This is an optimization exercise on Yosys and OpenROAD, whose aim is small area, not a production implementation.
Where RTL was checked, it was by simulation tests only, not by an equivalence proof against the original.
Power figures rest on the tool's default switching activity, not on a simulated workload.

job 6194:
## cw_reg_top
module cw_reg_top (
   input  logic                     usb_clk,
   input  logic                     reset_i,
   input  cw_reg_pkg::reg_addr_t    reg_address_i,
   input  cw_reg_pkg::reg_bytecnt_t reg_bytecnt_i,
   input  cw_reg_pkg::reg_byte_t    write_data_i,
   input  logic                     reg_write_i,
   input  logic                     reg_read_i,
   input  logic                     reg_addrvalid_i,
   output cw_reg_pkg::reg_byte_t    read_data_o,
   input  logic                     exttrigger_i,
   input  logic                     crypt_done_i,
   input  logic                     crypt_busy_i,
   input  crypt_pkg::text_t         crypt_textout_i,
   input  crypt_pkg::cipher_t       crypt_cipherout_i,
   output cw_reg_pkg::clksettings_t clksettings_o,
   output logic                     user_led_o,
   output crypt_pkg::key_t          crypt_key_o,
   output crypt_pkg::text_t         crypt_textin_o,
   output crypt_pkg::cipher_t       crypt_cipherin_o,
   output logic                     crypt_start_o
);
Size in the first run: ~23000 µm² of cells after synthesis.
export LEC_CHECK = 0
export CAP_MARGIN = 20
export CORE_MARGIN = 2
export CORE_UTILIZATION = 45
export SLEW_MARGIN = 20
export SYNTH_HIERARCHICAL = 1
export SYNTH_MINIMUM_KEEP_SIZE = 0
create_clock -name core_clock -period 10.0 [get_ports {usb_clk}]
standard.sh (not shown) runs the stock make flow with config.mk's settings and CLKGATE_MAP_FILE= SYNTH_SCRIPT=/design/flow/synth_recipe.tcl, a recipe that flattens the netlist after the stock synthesis.
==> flow/flow/run.sh <==
#!/bin/bash
# The standard layout with three changes that only affect area:
#  - port buffers are the smallest buffer (buf_1) instead of the default pick
#  - clock tree built from clkbuf_8 without dummy loads
#  - combinational cells put in their smallest drive before floorplanning
set -euo pipefail
here=$(pwd)
bash standard.sh \
  "PRE_FLOORPLAN_TCL=$here/flow/downsize.tcl" \
  "BUFFER_PORTS_ARGS=-buffer_cell sky130_fd_sc_hd__buf_1" \
  "CTS_ARGS=-sink_clustering_enable -repair_clock_nets -dont_use_dummy_load -buf_list sky130_fd_sc_hd__clkbuf_16 -sink_clustering_size 40 -sink_clustering_max_diameter 60" \
  finish > "$here/flow_make.log" 2>&1
==> flow/flow/downsize.tcl <==
# Area recovery before floorplanning: put every combinational cell in its
# smallest drive strength of the same function. The clock period is long,
# and the later repair steps size up whatever needs more drive.
set block [ord::get_db_block]
set db [ord::get_db]
set masters {}
foreach lib [$db getLibs] {
  foreach m [$lib getMasters] {
    dict set masters [$m getName] $m
  }
}
set n 0
foreach inst [$block getInsts] {
  set m [[$inst getMaster] getName]
  if { ![regexp {^(sky130_fd_sc_hd__)([a-z0-9]+)_([0-9]+)$} $m -> pre fn sz] } { continue }
  # leave flip-flops, latches, clock cells, tie and physical cells alone
  if { [regexp {^(df|edf|sdf|sedf|dl|clk|conb|tap|fill|decap|diode)} $fn] } { continue }
  foreach s {0 1 2} {
    if { $s >= $sz } { break }
    set cand "${pre}${fn}_${s}"
    if { [dict exists $masters $cand] } {
      replace_cell [$inst getName] $cand
      incr n
      break
    }
  }
}
puts "downsize: $n cells put in a smaller drive strength"
## Diff of input files: job 5126 against job 6194
--- a/flow/flow/run.sh
+++ b/flow/flow/run.sh
@@ -10,3 +10,3 @@
   "BUFFER_PORTS_ARGS=-buffer_cell sky130_fd_sc_hd__buf_1" \
-  "CTS_ARGS=-sink_clustering_enable -repair_clock_nets -dont_use_dummy_load -buf_list sky130_fd_sc_hd__clkbuf_16 -sink_clustering_size 40 -sink_clustering_max_diameter 60" \
+  "CTS_ARGS=-sink_clustering_enable -repair_clock_nets -dont_use_dummy_load -buf_list sky130_fd_sc_hd__clkbuf_8 -sink_clustering_size 18 -sink_clustering_max_diameter 50" \
   finish > "$here/flow_make.log" 2>&1
Findings:
When job 5126 is set beside job 6194, its clock period minus worst slack turns out to be 0.045 ns smaller.
The post-detailed-routing wire length number comes out higher for job 5126 vs job 6194.
Detailed-route via count for job 5126: 86 up relative to job 6194
Comparing job 5126 and job 6194, the higher met3 wirelength from detailed routing is on job 5126.
Lower total power after layout goes to job 5126 over job 6194.
Cmp job 5126 and job 6194 / achievable frequency / higher: job 5126
Compared with job 6194, job 5126 ends up with less cell area.
Compared job 5126 vs job 6194, and first-pass GRT wire length is up in job 5126.
Changes in job 5749 relative to job 5126:
--- a/flow/flow/run.sh
+++ b/flow/flow/run.sh
@@ -10,3 +10,3 @@
   "BUFFER_PORTS_ARGS=-buffer_cell sky130_fd_sc_hd__buf_1" \
-  "CTS_ARGS=-sink_clustering_enable -repair_clock_nets -dont_use_dummy_load -buf_list sky130_fd_sc_hd__clkbuf_8 -sink_clustering_size 18 -sink_clustering_max_diameter 50" \
+  "CTS_ARGS=-sink_clustering_enable -repair_clock_nets -dont_use_dummy_load -buf_list sky130_fd_sc_hd__clkbuf_8 -sink_clustering_size 16 -sink_clustering_max_diameter 80" \
   finish > "$here/flow_make.log" 2>&1
--- outcome ---
Job 5749 has fraction of area in registers above what job 5126 had.
From job 5126 to job 5749 the numbers moved as follows: routed wire length held; non-filler instance count after layout did not really move; post-route clock period utilization went up by 0.87 points.
Of job 5126 and job 5749, the higher worst setup slack belongs to job 5126.
~same first-pass GRT wire length in job 5126 and job 5749
On area growth from synthesis to final layout: between job 5126 and job 5749, it ends up higher for job 5126.
Job 5126 vs job 5749, capturing instance or port of the critical path: read_data_o[5] vs read_data_o[4]
Looking at job 5126 and job 5749, the overall global routing resource usage is a wash.
The internal portion of total power reported for job 5749 is smaller than that of job 5126 by about 1.4%.
Via count of the first global-routing pass essentially unchanged between job 5126 and job 5749.
Job 5126 -> job 5749: synthesized cell count delta 0, exact match

* * *

Setup of run A:
cw_reg_top, a different RTL version from the one above (not shown whole).
Size: about 0.023 sq mm of cells after synthesis.
Settings: LEC_CHECK=0, CAP_MARGIN=20, CORE_MARGIN=2, CORE_UTILIZATION=70, SLEW_MARGIN=20, SYNTH_HIERARCHICAL=1, SYNTH_MINIMUM_KEEP_SIZE=0; clock period 10.0 ns.
==> flow/flow/run.sh <==
#!/bin/bash
# The standard layout with three changes that only affect area:
#  - port buffers are the smallest buffer (buf_1) instead of the default pick
#  - clock tree built from clkbuf_8 without dummy loads
#  - combinational cells put in their smallest drive before floorplanning
set -euo pipefail
here=$(pwd)
bash standard.sh \
  "PRE_FLOORPLAN_TCL=$here/flow/downsize.tcl" \
  "BUFFER_PORTS_ARGS=-buffer_cell sky130_fd_sc_hd__buf_1" \
  "CTS_ARGS=-sink_clustering_enable -repair_clock_nets -dont_use_dummy_load -buf_list sky130_fd_sc_hd__clkbuf_8 -sink_clustering_size 16 -sink_clustering_max_diameter 80" \
  finish > "$here/flow_make.log" 2>&1
Scripts as last shown in full above: flow/flow/downsize.tcl
Run A did not finish; a tool error ended it in I/O pin placement.
Modified inputs, run B compared to run A
- CORE_UTILIZATION: 70 -> 45
==> comparison <==
- The flow ran to completion for all of run A and run B but run A, which stopped partway.
- Run A did not run to completion, as it errored out during I/O pin placement.
- [compare] base=run A new=run B: post-synthesis area per instance neither gained nor lost much, synthesized area flat, synthesized netlist net count held steady.
- | synthesized cell count | run A vs run B | ≈ equal |
- [run B] chip height rose 45 um relative to run A
- Effective utilization at floorplan delta for run B relative to run A: 25 points lower
- Summary of run B over run A: standard-cell row count has increased; x dimension of the die rose 45 um.
Input changes introduced in run C (baseline for comparison: run B):
- CORE_UTILIZATION changed from 45 to 60
-- flow/flow/run.sh --
<<< run B, line 10
  "BUFFER_PORTS_ARGS=-buffer_cell sky130_fd_sc_hd__buf_1" \
  "CTS_ARGS=-sink_clustering_enable -repair_clock_nets -dont_use_dummy_load -buf_list sky130_fd_sc_hd__clkbuf_8 -sink_clustering_size 16 -sink_clustering_max_diameter 80" \
  finish > "$here/flow_make.log" 2>&1
>>> run C, line 10
  "BUFFER_PORTS_ARGS=-buffer_cell sky130_fd_sc_hd__buf_1" \
  "CTS_ARGS=-sink_clustering_enable -repair_clock_nets -dont_use_dummy_load -buf_list sky130_fd_sc_hd__clkbuf_8 -sink_clustering_size 18 -sink_clustering_max_diameter 80" \
  finish > "$here/flow_make.log" 2>&1
Findings:
Run C completed; timing, DRC and antenna clean
Cmp run C and run B / power / higher: run B
Run C ends up with a first-pass iteration count of the detailed router that is 1 lower than in run B.
Routed wire length delta (run C − run B): favourable
Die width (run C vs. run B) decreases by more than 10%
From run B to run C the numbers moved as follows: cell count moved down; die outline area moved down; final instance area moved down.
Setup changes, run C to run D
-- flow/flow/run.sh --
<<< run C, line 10
  "BUFFER_PORTS_ARGS=-buffer_cell sky130_fd_sc_hd__buf_1" \
  "CTS_ARGS=-sink_clustering_enable -repair_clock_nets -dont_use_dummy_load -buf_list sky130_fd_sc_hd__clkbuf_8 -sink_clustering_size 18 -sink_clustering_max_diameter 80" \
  finish > "$here/flow_make.log" 2>&1
>>> run D, line 10
  "BUFFER_PORTS_ARGS=-buffer_cell sky130_fd_sc_hd__buf_1" \
  "CTS_ARGS=-sink_clustering_enable -repair_clock_nets -dont_use_dummy_load -buf_list sky130_fd_sc_hd__clkbuf_8 -sink_clustering_size 16 -sink_clustering_max_diameter 80" \
  finish > "$here/flow_make.log" 2>&1
Notes after the runs:
Run C → run D: largest stage delay on the critical path did not really move, layout overhead on the synthesized area went up. Global-route usage: run D vs run C — no meaningful difference. Synthesized area per cell came out exactly the same in run D and run C. Overall power delta (run D − run C): unfavourable. The clock network contribution to total cell area number comes out lower for run C vs run D. ~same count of nets after finishing in run D and run C. On layout filler cell count, run D and run C are basically level. Wire length of the first global-routing pass delta (run D -> run C): insignificant. Every stage of the flow completed for run D, and the final layout passed the timing, design-rule and antenna checks. Comparing run D and run C, the higher smallest hold slack was measured on run C.

* * *

cw_reg_top, a different RTL version from the one above (not shown whole).
For scale: ~1200 cells after synthesis, roughly 680 I/O pins, about 0.023 mm2 of cells after synthesis.
Design cw_reg_top, start of the top module:
module cw_reg_top (
   input  logic                     usb_clk,
   input  logic                     reset_i,
   input  cw_reg_pkg::reg_addr_t    reg_address_i,
   input  cw_reg_pkg::reg_bytecnt_t reg_bytecnt_i,
   input  cw_reg_pkg::reg_byte_t    write_data_i,
   input  logic                     reg_write_i,
   input  logic                     reg_read_i,
   input  logic                     reg_addrvalid_i,
   output cw_reg_pkg::reg_byte_t    read_data_o,
   input  logic                     exttrigger_i,
   input  logic                     crypt_done_i,
   input  logic                     crypt_busy_i,
   input  crypt_pkg::text_t         crypt_textout_i,
   input  crypt_pkg::cipher_t       crypt_cipherout_i,
   output cw_reg_pkg::clksettings_t clksettings_o,
   output logic                     user_led_o,
   output crypt_pkg::key_t          crypt_key_o,
   output crypt_pkg::text_t         crypt_textin_o,
   output crypt_pkg::cipher_t       crypt_cipherin_o,
   output logic                     crypt_start_o
);
Settings: LEC_CHECK=0, CAP_MARGIN=20, CORE_MARGIN=2, CORE_UTILIZATION=65, CTS_BUF_LIST=sky130_fd_sc_hd__clkbuf_8, SLEW_MARGIN=20, SYNTH_HIERARCHICAL=1, SYNTH_MINIMUM_KEEP_SIZE=0; clock period 10.0 ns.
run.sh (not shown) runs the stock make flow with config.mk's settings and CLKGATE_MAP_FILE= SYNTH_SCRIPT=/design/flow/synth_recipe.tcl, a recipe that flattens the netlist after the stock synthesis.
Stock flow here: none of the scripts above is used.
==> next run, changes <==
==> flow/flow/run.sh (new file) <==
#!/bin/bash
# The standard layout with three changes that only affect area:
#  - port buffers are the smallest buffer (buf_1) instead of the default pick
#  - clock tree built from clkbuf_8 without dummy loads
#  - combinational cells put in their smallest drive before floorplanning
set -euo pipefail
here=$(pwd)
bash standard.sh \
  "PRE_FLOORPLAN_TCL=$here/flow/downsize.tcl" \
  "BUFFER_PORTS_ARGS=-buffer_cell sky130_fd_sc_hd__buf_1" \
  "CTS_ARGS=-sink_clustering_enable -repair_clock_nets -dont_use_dummy_load -buf_list sky130_fd_sc_hd__clkbuf_8" \
  finish > "$here/flow_make.log" 2>&1
==> flow/flow/downsize.tcl (new file) <==
# Area recovery before floorplanning: put every combinational cell in its
# smallest drive strength of the same function. The clock period is long,
# and the later repair steps size up whatever needs more drive.
set block [ord::get_db_block]
set db [ord::get_db]
set masters {}
foreach lib [$db getLibs] {
  foreach m [$lib getMasters] {
    dict set masters [$m getName] $m
  }
}
set n 0
foreach inst [$block getInsts] {
  set m [[$inst getMaster] getName]
  if { ![regexp {^(sky130_fd_sc_hd__)([a-z0-9]+)_([0-9]+)$} $m -> pre fn sz] } { continue }
  # leave flip-flops, latches, clock cells, tie and physical cells alone
  if { [regexp {^(df|edf|sdf|sedf|dl|clk|conb|tap|fill|decap|diode)} $fn] } { continue }
  foreach s {0 1 2} {
    if { $s >= $sz } { break }
    set cand "${pre}${fn}_${s}"
    if { [dict exists $masters $cand] } {
      replace_cell [$inst getName] $cand
      incr n
      break
    }
  }
}
puts "downsize: $n cells put in a smaller drive strength"
==> flow/standard.sh (new file) <==
#!/bin/bash
# synth_recipe.tcl (not shown) runs the flow's synth.tcl, then flattens the netlist and writes it again
# the make line also repeats each setting of config.mk as NAME=value (left out here)
make -C /OpenROAD-flow-scripts/flow DESIGN_CONFIG=/design/flow/config.mk WORK_HOME=/design/flow/orfs CLKGATE_MAP_FILE= SYNTH_SCRIPT=/design/flow/synth_recipe.tcl "${@:-finish}"
- CTS_BUF_LIST: sky130_fd_sc_hd__clkbuf_8 -> default
removed: flow/run.sh
Die area goes down slightly.
Synthesized cell count does not change.
Sequential power stays flat.
Clock power goes down by about a fifth.
Global-route usage goes down by 6.3 points.
Non-clock buffer count goes up by 4.
Total power goes down by a little under a tenth.
Final area goes down by about a fifth.
Sequential cell count is unchanged.
Worst setup slack gets better by 880 ps.
Area after synthesis goes down slightly.
No functional check of the RTL was part of any run of this note.

==> re-timing with driven ports <==
How much do the figures lean on ideal ports? The routed layouts below were timed once more, with nothing changed but the port constraints.
Step 1 (the two cells are an assumption about what drives the block):
set clk [get_ports {usb_clk}]
set_driving_cell -lib_cell sky130_fd_sc_hd__clkbuf_16 $clk
set_driving_cell -lib_cell sky130_fd_sc_hd__buf_2 [delete_from_list [all_inputs] $clk]
Step 2 also shifts input and output timing later by t, the mid clock arrival at the registers, as if the neighbouring blocks saw the same clock.
Three values: ideal, step 1, step 2; two values: the first two.
| run | t (ns) | setup slack, ns | hold WS [ns] | latest minus earliest clock arrival (ns) | slew at the worst register clock pin (ns) |
|---|---|---|---|---|---|
| job 6194 | 0.625 | 2.232 / 2.086 / 2.086 | 0.384 / 0.384 / 0.384 | 0.049 / 0.049 | 0.10 / 0.10 |
| job 5126 | 0.705 | 2.277 / 2.129 / 2.129 | 0.388 / 0.388 / 0.388 | 0.085 / 0.084 | 0.12 / 0.12 |
| job 5749 | 0.704 | 2.190 / 2.040 / 2.040 | 0.389 / 0.389 / 0.389 | 0.054 / 0.054 | 0.11 / 0.11 |
| run B | 0.679 | 2.101 / 2.066 / 2.066 | 0.437 / 0.437 / 0.437 | 0.073 / 0.072 | 0.10 / 0.10 |
| run C | 0.681 | 1.932 / 1.900 / 1.900 | 0.443 / 0.443 / 0.443 | 0.073 / 0.073 | 0.12 / 0.12 |
| run D | 0.686 | 2.035 / 2.003 / 2.003 | 0.430 / 0.430 / 0.430 | 0.062 / 0.062 | 0.10 / 0.10 |
| the first run of note 3 | 0.715 | 1.333 / 1.307 / 1.307 | 0.389 / 0.389 / 0.389 | 0.045 / 0.044 | 0.09 / 0.09 |
| the second run of note 3 | 0.682 | 2.216 / 2.152 / 2.152 | 0.387 / 0.387 / 0.387 | 0.069 / 0.069 | 0.07 / 0.07 |
After both steps every run listed still meets setup and hold. For job 5749, which loses most, drivers alone change the setup slack by -0.150 ns; drivers and shift together by -0.150 ns.
